Background: an optimization exercise with open tools, aiming at small area, a short achievable clock period and few clock cycles per item. Do not read the settings as production practice.
Where RTL was checked, it was by simulation tests only, not by an equivalence proof against the original.

==> job 2497: inputs <==
## systolic_mm_top
module systolic_mm_top (
    input  logic                  clk,
    input  logic                  rst,
    input  logic                  in_valid,
    input  logic [8-1:0] in_data,
    output logic                  out_valid,
    output logic [8-1:0] out_data,
    output logic                  busy,
    output logic                  done
);
    localparam int LAT = 2;
    logic       acc_en;   
    logic [4:0] cnt;      
    logic       cv;       
    logic [3:0] n;        
    logic       take;
    logic       vq;       
    logic [4:0] iq;       
    logic       rot;
    logic [1:0] rowsel;
    logic [LAT-1:0] vp;   
    logic [LAT-1:0] lp;   
    logic [LAT:0] lpx;    
    assign take = in_valid && acc_en;
    assign lpx  = {lp, cv && n == 4'd15};
    assign rot  = cv && (n[3:2] != 2'd0 || n[1:0] == 2'd3);
    always_ff @(posedge clk or negedge rst) begin
        if (!rst) begin
            acc_en <= 1'b1;
            cnt    <= '0;
            cv     <= 1'b0;
            n      <= '0;
            vq     <= 1'b0;
            iq     <= '0;
            vp     <= '0;
            lp     <= '0;
            busy   <= 1'b0;
        end else begin
            vq <= take;
            iq <= cnt;
            if (take) begin
                cnt <= cnt + 5'd1;
                if (cnt == 5'd31) acc_en <= 1'b0;
            end
            if (lpx[LAT-1]) acc_en <= 1'b1;  
            if (take && cnt[4:2] == 3'b111) begin
                cv <= 1'b1;
                n  <= {2'b00, cnt[1:0]};
            end else if (rot && n != 4'd15) begin
                cv <= 1'b1;
                n  <= n + 4'd1;
            end else begin
                cv <= 1'b0;
            end
            vp <= LAT'({vp, cv});
            lp <= lpx[LAT-1:0];
            if (take && cnt == 5'd0) busy <= 1'b1;
            else if (done)           busy <= 1'b0;
        end
    end
    assign out_valid = vp[LAT-1];
    assign done      = lp[LAT-1];
    logic [7:0] a_mem [16];
    logic [7:0] bq    [16];
    always_ff @(posedge clk) begin
        if (vq && !iq[4]) a_mem[iq[3:0]] <= bq[0];
    end
    always_ff @(posedge clk) begin
        bq[0] <= rot ? bq[3] : in_data;
        if (rot) begin
            for (int r = 0; r < 4; r++) begin
  ...
clock: 6.0 ns
lec_check: 0
cap_margin: 20
core_margin: 2
core_utilization: 40
setup_slack_margin: 3.4
slew_margin: 20
run.sh (not shown) runs the stock make flow with config.mk's settings and CLKGATE_MAP_FILE= SYNTH_SCRIPT=/design/flow/synth_recipe.tcl, a recipe that flattens the netlist after the stock synthesis.
==> job 2485 (differences from job 2497) <==
--- a/flow/config.mk
+++ b/flow/config.mk
@@ -9,4 +9,3 @@
 export CORE_MARGIN = 2
 export CORE_UTILIZATION = 40
-export SETUP_SLACK_MARGIN = 3.4
 export SLEW_MARGIN = 20
==> comparison table <==
Run status: job 2485 complete, no violations; job 2497 complete, no violations
#MultiIn Comb: job 2485 610; job 2497 611
DRC violation total after the first TritonRoute iteration: job 2485 714; job 2497 753
Rel. slew slack: job 2485 35.5%; job 2497 39.5%
Buffer count excluding the clock tree in the final layout: job 2485 31; job 2497 109
Clock-cell share of area: job 2485 6.42%; job 2497 6.01%
Hold WS: job 2485 0.350 ns; job 2497 0.346 ns
Critical Path Max Stage Delay: job 2485 0.94 ns; job 2497 0.54 ns
Met1 track utilization from global routing: job 2485 21.9%; job 2497 23.7%
Global-route wire length before repair: job 2485 55,000 um; job 2497 59,200 um
Buf/Inv on CP: job 2485 1; job 2497 2
Footprint of the multi-input gates: job 2485 6830 um^2; job 2497 7290 um^2
Fraction of area in registers: job 2485 50.4%; job 2497 47.6%
Startpoint of the lowest-slack register-to-register path: job 2485 bq[0][6]; job 2497 bq[4][2]
CP max stage cell: job 2485 sky130_fd_sc_hd__dfxtp_1; job 2497 sky130_fd_sc_hd__fa_1
Post-detailed-route via-to-cell ratio: job 2485 4.75; job 2497 4.80
Worst-Skew Late Latency: job 2485 0.55 ns; job 2497 0.54 ns
Maximum fanout count along the critical path: job 2485 23; job 2497 4
GRT Resource Usage Total: job 2485 16.4%; job 2497 17.9%
Non-clock buffer share: job 2485 1.42%; job 2497 4.94%
No run of this note included a check of the RTL's function; only the layout flow was run.

---

==> branch nickel <==
Another version of the RTL of systolic_mm_top (not shown whole).
==> module systolic_mm_top, before the edit <==
module systolic_mm_top (
    input  logic                  clk,
    input  logic                  rst,
    input  logic                  in_valid,
    input  logic [8-1:0] in_data,
    output logic                  out_valid,
    output logic [8-1:0] out_data,
    output logic                  busy,
    output logic                  done
);
    localparam int LAT = 3;
    logic       acc_en;   
    logic [4:0] cnt;      
    logic       cv;       
    logic [3:0] n;        
    logic       take;
    logic       vq;       
    logic [4:0] iq;       
    logic       rot;
    logic [1:0] rowsel;
    logic [LAT-1:0] vp;   
    logic [LAT-1:0] lp;   
    logic [LAT:0] lpx;    
    assign take = in_valid && acc_en;
    assign lpx  = {lp, cv && n == 4'd15};
    assign rot  = cv && (n[3:2] != 2'd0 || n[1:0] == 2'd3);
    always_ff @(posedge clk or negedge rst) begin
        if (!rst) begin
            acc_en <= 1'b1;
            cnt    <= '0;
            cv     <= 1'b0;
            n      <= '0;
            vq     <= 1'b0;
            iq     <= '0;
            vp     <= '0;
            lp     <= '0;
            busy   <= 1'b0;
        end else begin
            vq <= take;
            iq <= cnt;
            if (take) begin
                cnt <= cnt + 5'd1;
                if (cnt == 5'd31) acc_en <= 1'b0;
            end
            if (lpx[LAT-1]) acc_en <= 1'b1;  
            if (take && cnt[4:2] == 3'b111) begin
                cv <= 1'b1;
                n  <= {2'b00, cnt[1:0]};
            end else if (rot && n != 4'd15) begin
                cv <= 1'b1;
                n  <= n + 4'd1;
            end else begin
                cv <= 1'b0;
            end
            vp <= LAT'({vp, cv});
            lp <= lpx[LAT-1:0];
            if (take && cnt == 5'd0) busy <= 1'b1;
            else if (done)           busy <= 1'b0;
        end
    end
    assign out_valid = vp[LAT-1];
    assign done      = lp[LAT-1];
    logic [7:0] a_mem [16];
    logic [7:0] bq    [16];
    always_ff @(posedge clk) begin
        if (vq && !iq[4]) a_mem[iq[3:0]] <= bq[0];
    end
    always_ff @(posedge clk) begin
        bq[0] <= rot ? bq[3] : in_data;
        if (rot) begin
            for (int r = 0; r < 4; r++) begin
                bq[4*r+1] <= bq[4*r];
                bq[4*r+2] <= bq[4*r+1];
                bq[4*r+3] <= bq[4*r+2];
            end
            bq[4]  <= bq[7];
            bq[8]  <= bq[11];
            bq[12] <= bq[15];
        end else if (vq && iq[4]) begin
            for (int p = 1; p < 16; p++) bq[p] <= bq[p-1];
        end
    end
    assign rowsel = cv ? (n[3:2] + {1'b0, n[1:0] == 2'd3}) : 2'd0;
    logic [7:0] ta [4];
    logic [7:0] tb [4];
    logic [7:0] res;
    always_ff @(posedge clk) begin
        for (int k = 0; k < 4; k++) ta[k] <= a_mem[{rowsel, 2'(k)}];
    end
    always_comb begin
        for (int k = 0; k < 4; k++) tb[k] = bq[12 - 4*k];
    end
    logic [69:0] c0_d, c0_q;
    dot_s0 u_s0 (.a0(ta[0]), .a1(ta[1]), .a2(ta[2]), .a3(ta[3]), .b0(tb[0]), .b1(tb[1]), .b2(tb[2]), .b3(tb[3]), .co(c0_d));
    always_ff @(posedge clk) c0_q <= c0_d;
    logic [24:0] c1_d, c1_q;
    dot_s1 u_s1 (.ci(c0_q), .co(c1_d));
    always_ff @(posedge clk) c1_q <= c1_d;
    dot_s2 u_s2 (.ci(c1_q), .res(res));
    always_ff @(posedge clk) out_data <= res;
endmodule
make LEC_CHECK=0 CAP_MARGIN=20 CORE_MARGIN=2 CORE_UTILIZATION=65 CTS_CLUSTER_DIAMETER=80 CTS_CLUSTER_SIZE=30 SETUP_SLACK_MARGIN=3.5 SLEW_MARGIN=20 SYNTH_HIERARCHICAL=1 finish   # period 6.0 ns
==> inputs of branch sierra, as changes to branch nickel <==
--- a/flow/design.v
+++ b/flow/design.v
@@ -1207,7 +1207,6 @@
     logic       vq;       
     logic [4:0] iq;       
     logic       rot;
-    logic [1:0] rowsel;
     logic [LAT-1:0] vp;   
     logic [LAT-1:0] lp;   
     logic [LAT:0] lpx;    
@@ -1250,10 +1249,19 @@
     end
     assign out_valid = vp[LAT-1];
     assign done      = lp[LAT-1];
-    logic [7:0] a_mem [16];
+    logic [31:0] ar0, ar1, ar2, ar3;    
     logic [7:0] bq    [16];
+    logic shift_a;
+    assign shift_a = (vq && !iq[4] && iq[1:0] == 2'd0 && iq[3:2] != 2'd0) || (cv && n[1:0] == 2'd3);
     always_ff @(posedge clk) begin
-        if (vq && !iq[4]) a_mem[iq[3:0]] <= bq[0];
+        if (shift_a) begin
+            ar0 <= ar1;
+            ar1 <= ar2;
+            ar2 <= ar3;
+        end
+        for (int k = 0; k < 4; k++) begin
+            if (vq && !iq[4] && iq[1:0] == 2'(k)) ar3[8*k +: 8] <= bq[0];
+        end
     end
     always_ff @(posedge clk) begin
         bq[0] <= rot ? bq[3] : in_data;
@@ -1270,12 +1278,11 @@
             for (int p = 1; p < 16; p++) bq[p] <= bq[p-1];
         end
     end
-    assign rowsel = cv ? (n[3:2] + {1'b0, n[1:0] == 2'd3}) : 2'd0;
     logic [7:0] ta [4];
     logic [7:0] tb [4];
     logic [7:0] res;
-    always_ff @(posedge clk) begin
-        for (int k = 0; k < 4; k++) ta[k] <= a_mem[{rowsel, 2'(k)}];
+    always_comb begin
+        for (int k = 0; k < 4; k++) ta[k] = ar0[8*k +: 8];
     end
     always_comb begin
         for (int k = 0; k < 4; k++) tb[k] = bq[12 - 4*k];
==> comparison <==
Of branch nickel and branch sierra, branch sierra has the higher sequential share of layout area (gap 1.7 points).
Between branch nickel and branch sierra, the lower worst setup slack is in branch sierra (gap 39 ps).
Critical path depth is the same in branch nickel and branch sierra.
Against branch nickel, the register-to-register slack of branch sierra is worse by 40 ps.
Die area: branch sierra is lower than branch nickel (about 8%).
Against branch nickel, the count of clock-buffer cells in the layout of branch sierra is lower by 4.
Against branch nickel, the via count of branch sierra is lower by 13%.
Against branch sierra, the sequential cell count of branch nickel is higher by 32.
Of branch nickel and branch sierra, branch nickel has the higher synthesized area (gap 8.9%, measured against branch sierra).
Testbench counts of branch nickel, summed over its fixed seeds: cycles 9,032, jobs 192.
The RTL of branch sierra was laid out without a check of its function.

---

==> inputs of v33 <==
systolic_mm_top, a different RTL version from the one above (not shown whole).
==> flow/config.mk <==
export PLATFORM = sky130hd
export DESIGN_NAME = systolic_mm_top
export DESIGN_NICKNAME = systolic_mm_top
export VERILOG_FILES = /design/flow/design.v
export SDC_FILE = /design/flow/constraint.sdc
export NUM_CORES = 4
export LEC_CHECK = 0
export CAP_MARGIN = 20
export CORE_MARGIN = 2
export CORE_UTILIZATION = 55
export CTS_CLUSTER_DIAMETER = 80
export CTS_CLUSTER_SIZE = 30
export SETUP_SLACK_MARGIN = 3.5
export SLEW_MARGIN = 20
export SYNTH_HIERARCHICAL = 1
==> flow/constraint.sdc <==
create_clock -name core_clock -period 6.0 [get_ports {clk}]
set_input_delay 1.2000 -clock core_clock [delete_from_list [all_inputs] [get_ports {clk}]]
set_output_delay 1.2000 -clock core_clock [all_outputs]
set_load 0.01 [all_outputs]
==> v8 (differences from v33) <==
CORE_UTILIZATION = 75   (was 55)
==> v15 (differences from v33) <==
CORE_UTILIZATION = 65   (was 55)
==> v36 (differences from v33) <==
CORE_UTILIZATION = 65   (was 55)
SETUP_SLACK_MARGIN = 3.3   (was 3.5)
==> comparison table <==
Max Freq: v8 398 MHz; v33 408 MHz; v15 403 MHz; v36 380 MHz
Placed cell count: v8 1278; v33 1389; v15 1329; v36 1330
Post-CTS setup-driven buffer insertion count: v8 12; v33 6; v15 15; v36 0
Multi-input comb cells: v8 565; v33 565; v15 566; v36 564
Met2 GRT Util: v8 0.448; v33 0.335; v15 0.384; v36 0.371
Critical Path Most Common Cell: v8 sky130_fd_sc_hd__fa_1; v33 sky130_fd_sc_hd__xnor2_1; v15 sky130_fd_sc_hd__fa_1; v36 -
Iter 0 DRT Violations: v8 524; v33 518; v15 624; v36 693
Reg-to-reg startpoint: v8 ar0[8]; v33 bq[8][3]; v15 bq[12][3]; v36 ar0[0]
Buffer and inverter count on the worst path: v8 0; v33 0; v15 0; v36 1
Final RePlAce weighted congestion: v8 0.881; v33 0.809; v15 0.836; v36 0.871
Global-route track usage on met3: v8 0.0375; v33 0.0194; v15 0.0278; v36 0.0299
Area taken by multi-input logic gates: v8 0.00615 mm^2; v33 0.00615 mm^2; v15 0.00616 mm^2; v36 0.00612 mm^2
Routed wire length on met2: v8 15300 um; v33 15400 um; v15 15700 um; v36 14800 um
Worst-path clk slew: v8 110 ps; v33 100 ps; v15 110 ps; v36 110 ps
Aggregate routed wire length: v8 31000 um; v33 30600 um; v15 31100 um; v36 30200 um
Result of the run: v8 timing/DRC/antenna clean; v33 timing/DRC/antenna clean; v15 timing/DRC/antenna clean; v36 timing/DRC/antenna clean
CTS buffer count: v8 17; v33 18; v15 17; v36 17
CP max FO: v8 8; v33 9; v15 9; v36 2
Bufs w/o clock: v8 56; v33 55; v15 69; v36 31
Worst hold path startpoint: v8 c0_q[0]; v33 c0_q[1]; v15 c0_q[3]; v36 c0_q[26]
Core area: v8 0.0226 mm^2; v33 0.0307 mm^2; v15 0.0261 mm^2; v36 0.0261 mm^2
Number of gates resized after CTS: v8 21; v33 20; v15 19; v36 7
Full die area: v8 0.0242 mm^2; v33 0.0328 mm^2; v15 0.0278 mm^2; v36 0.0278 mm^2
Minimum clock period: v8 2510 ps; v33 2450 ps; v15 2480 ps; v36 2630 ps
Fraction of the cycle the final worst path needs: v8 0.419; v33 0.408; v15 0.413; v36 0.439
Testbench counts of v33, summed over its fixed seeds: cycles 9,032, jobs 192.
Testbench counts of v8, summed over its fixed seeds: cycles 9,032, jobs 192.
Testbench counts of v15, summed over its fixed seeds: cycles 9,032, jobs 192.
Testbench counts of v36, summed over its fixed seeds: cycles 9,032, jobs 192.

---

==> run a: inputs <==
Another version of the RTL of systolic_mm_top (not shown whole).
Settings: LEC_CHECK=0, CAP_MARGIN=20, CORE_MARGIN=2, CORE_UTILIZATION=65, SETUP_SLACK_MARGIN=3.5, SLEW_MARGIN=20; clock period 6.0 ns.
==> run b (differences from run a) <==
Settings changed: CORE_UTILIZATION 65 to 40.
==> run c (differences from run a) <==
Settings changed: CTS_BUF_LIST set to sky130_fd_sc_hd__clkbuf_4 sky130_fd_sc_hd__clkbuf_8.
==> impl_results.md <==
- Slew HR: 44.07%
- Vias/cell: 5.341
- Outcome: timing/DRC/antenna clean
- GRT met1 Usage: 33.23%
the above is filed under run c

==> impl_results.md <==
- Vias/cell: 5.411
- Slew HR: 40.99%
- GRT met1 Usage: 34.02%
- Outcome: timing/DRC/antenna clean
- Num CTS Buffers: 42
the above is filed under run a

==> impl_results.md <==
- Outcome: timing/DRC/antenna clean
- Vias/cell: 4.786
- Slew HR: 38.98%
- GRT met1 Usage: 21.43%
- Worst-path cell chain: and2_1 > fa_1 > inv_1 > fa_1 > inv_1 > fa_1
the above is filed under run b

No functional check of the RTL was part of any run of this note.

---

==> garnet: inputs <==
systolic_mm_top again, from the RTL that the note above started with.
Settings: LEC_CHECK=0, CAP_MARGIN=20, CORE_MARGIN=2, CORE_UTILIZATION=40, SETUP_SLACK_MARGIN=3.0, SLEW_MARGIN=20; clock period 6.0 ns.
==> inputs of fjord, as changes to garnet <==
--- a/flow/config.mk
+++ b/flow/config.mk
@@ -8,5 +8,7 @@
 export CAP_MARGIN = 20
 export CORE_MARGIN = 2
-export CORE_UTILIZATION = 40
-export SETUP_SLACK_MARGIN = 3.0
+export CORE_UTILIZATION = 65
+export CTS_CLUSTER_DIAMETER = 80
+export CTS_CLUSTER_SIZE = 30
+export SETUP_SLACK_MARGIN = 3.5
 export SLEW_MARGIN = 20
==> results.py <==
metrics = {
    "hold_path": {
        "hold_start": "c0_q[1]",
    },
    "die": {
        "core_mm2": 0.02786,
    },
    "timing": {
        "tightest_slew_ns": 0.8471,
        "whs_ns": 0.3338,
    },
    "status": {
        "outcome": "finished clean",
    },
    "finish": {
        "final_cell_mix": "edfxtp_1 (248), fa_1 (170), inv_1 (154)",
    },
    "setup_path": {
        "critPathTopFamily": "adder cells",
        "setup.worst_path.start": "bq[12][1]",
    },
}
That was fjord.
==> results.py <==
metrics = {
    "timing": {
        "tightest_slew_ns": 1.009,
        "whs_ns": 0.3254,
    },
    "status": {
        "outcome": "finished clean",
    },
    "hold_path": {
        "hold_start": "c0_q[3]",
    },
    "die": {
        "core_mm2": 0.04538,
    },
    "finish": {
        "final_cell_mix": "edfxtp_1 (248), fa_1 (177), inv_1 (162)",
    },
}
That was garnet.
No run of this note included a check of the RTL's function; only the layout flow was run.

==> port drivers added, routing unchanged <==
In the flow no input, the clock included, has a driving cell. The finished layouts below were timed again as built, in two steps. Step 1 (the two cells are an assumption about what drives the block):
set clk [get_ports {clk}]
set_driving_cell -lib_cell sky130_fd_sc_hd__clkbuf_16 $clk
set_driving_cell -lib_cell sky130_fd_sc_hd__buf_2 [delete_from_list [all_inputs] $clk]
Step 2 moves the port delays by t, midway between the first and last clock arrival at a register: inputs arrive t later, outputs are due t later. That takes back most of the time a late clock gives input paths. Slacks: ideal / step 1 / step 2; pairs: ideal / step 1.
| run | t (ns) | slack for setup (ns) | slew at the worst register clock pin (ns) |
|---|---|---|---|
| job 2497 | 0.579 | 2.992 / 2.992 / 2.992 | 0.06 / 0.06 |
| job 2485 | 0.589 | 2.666 / 2.666 / 2.666 | 0.06 / 0.06 |
| branch nickel | 0.575 | 3.520 / 3.520 / 3.520 | 0.11 / 0.11 |
| branch sierra | 0.571 | 3.481 / 3.481 / 3.375 | 0.11 / 0.11 |
| v33 | 0.575 | 3.551 / 3.551 / 3.332 | 0.11 / 0.11 |
| v8 | 0.565 | 3.486 / 3.486 / 3.323 | 0.11 / 0.11 |
| v15 | 0.566 | 3.521 / 3.521 / 3.323 | 0.11 / 0.11 |
| v36 | 0.558 | 3.365 / 3.316 / 3.303 | 0.11 / 0.11 |
| run a | 0.575 | 3.477 / 3.477 / 3.302 | 0.06 / 0.06 |
| run b | 0.597 | 3.472 / 3.472 / 3.299 | 0.07 / 0.07 |
| run c | 0.625 | 3.497 / 3.497 / 3.294 | 0.07 / 0.07 |
| garnet | 0.595 | 3.186 / 3.186 / 3.186 | 0.06 / 0.06 |
| fjord | 0.574 | 3.448 / 3.448 / 3.299 | 0.11 / 0.11 |
After both steps setup and hold are still met in every run listed. For v33, which loses most, drivers alone change the setup slack by 0.000 ns; drivers and shift together by -0.219 ns.
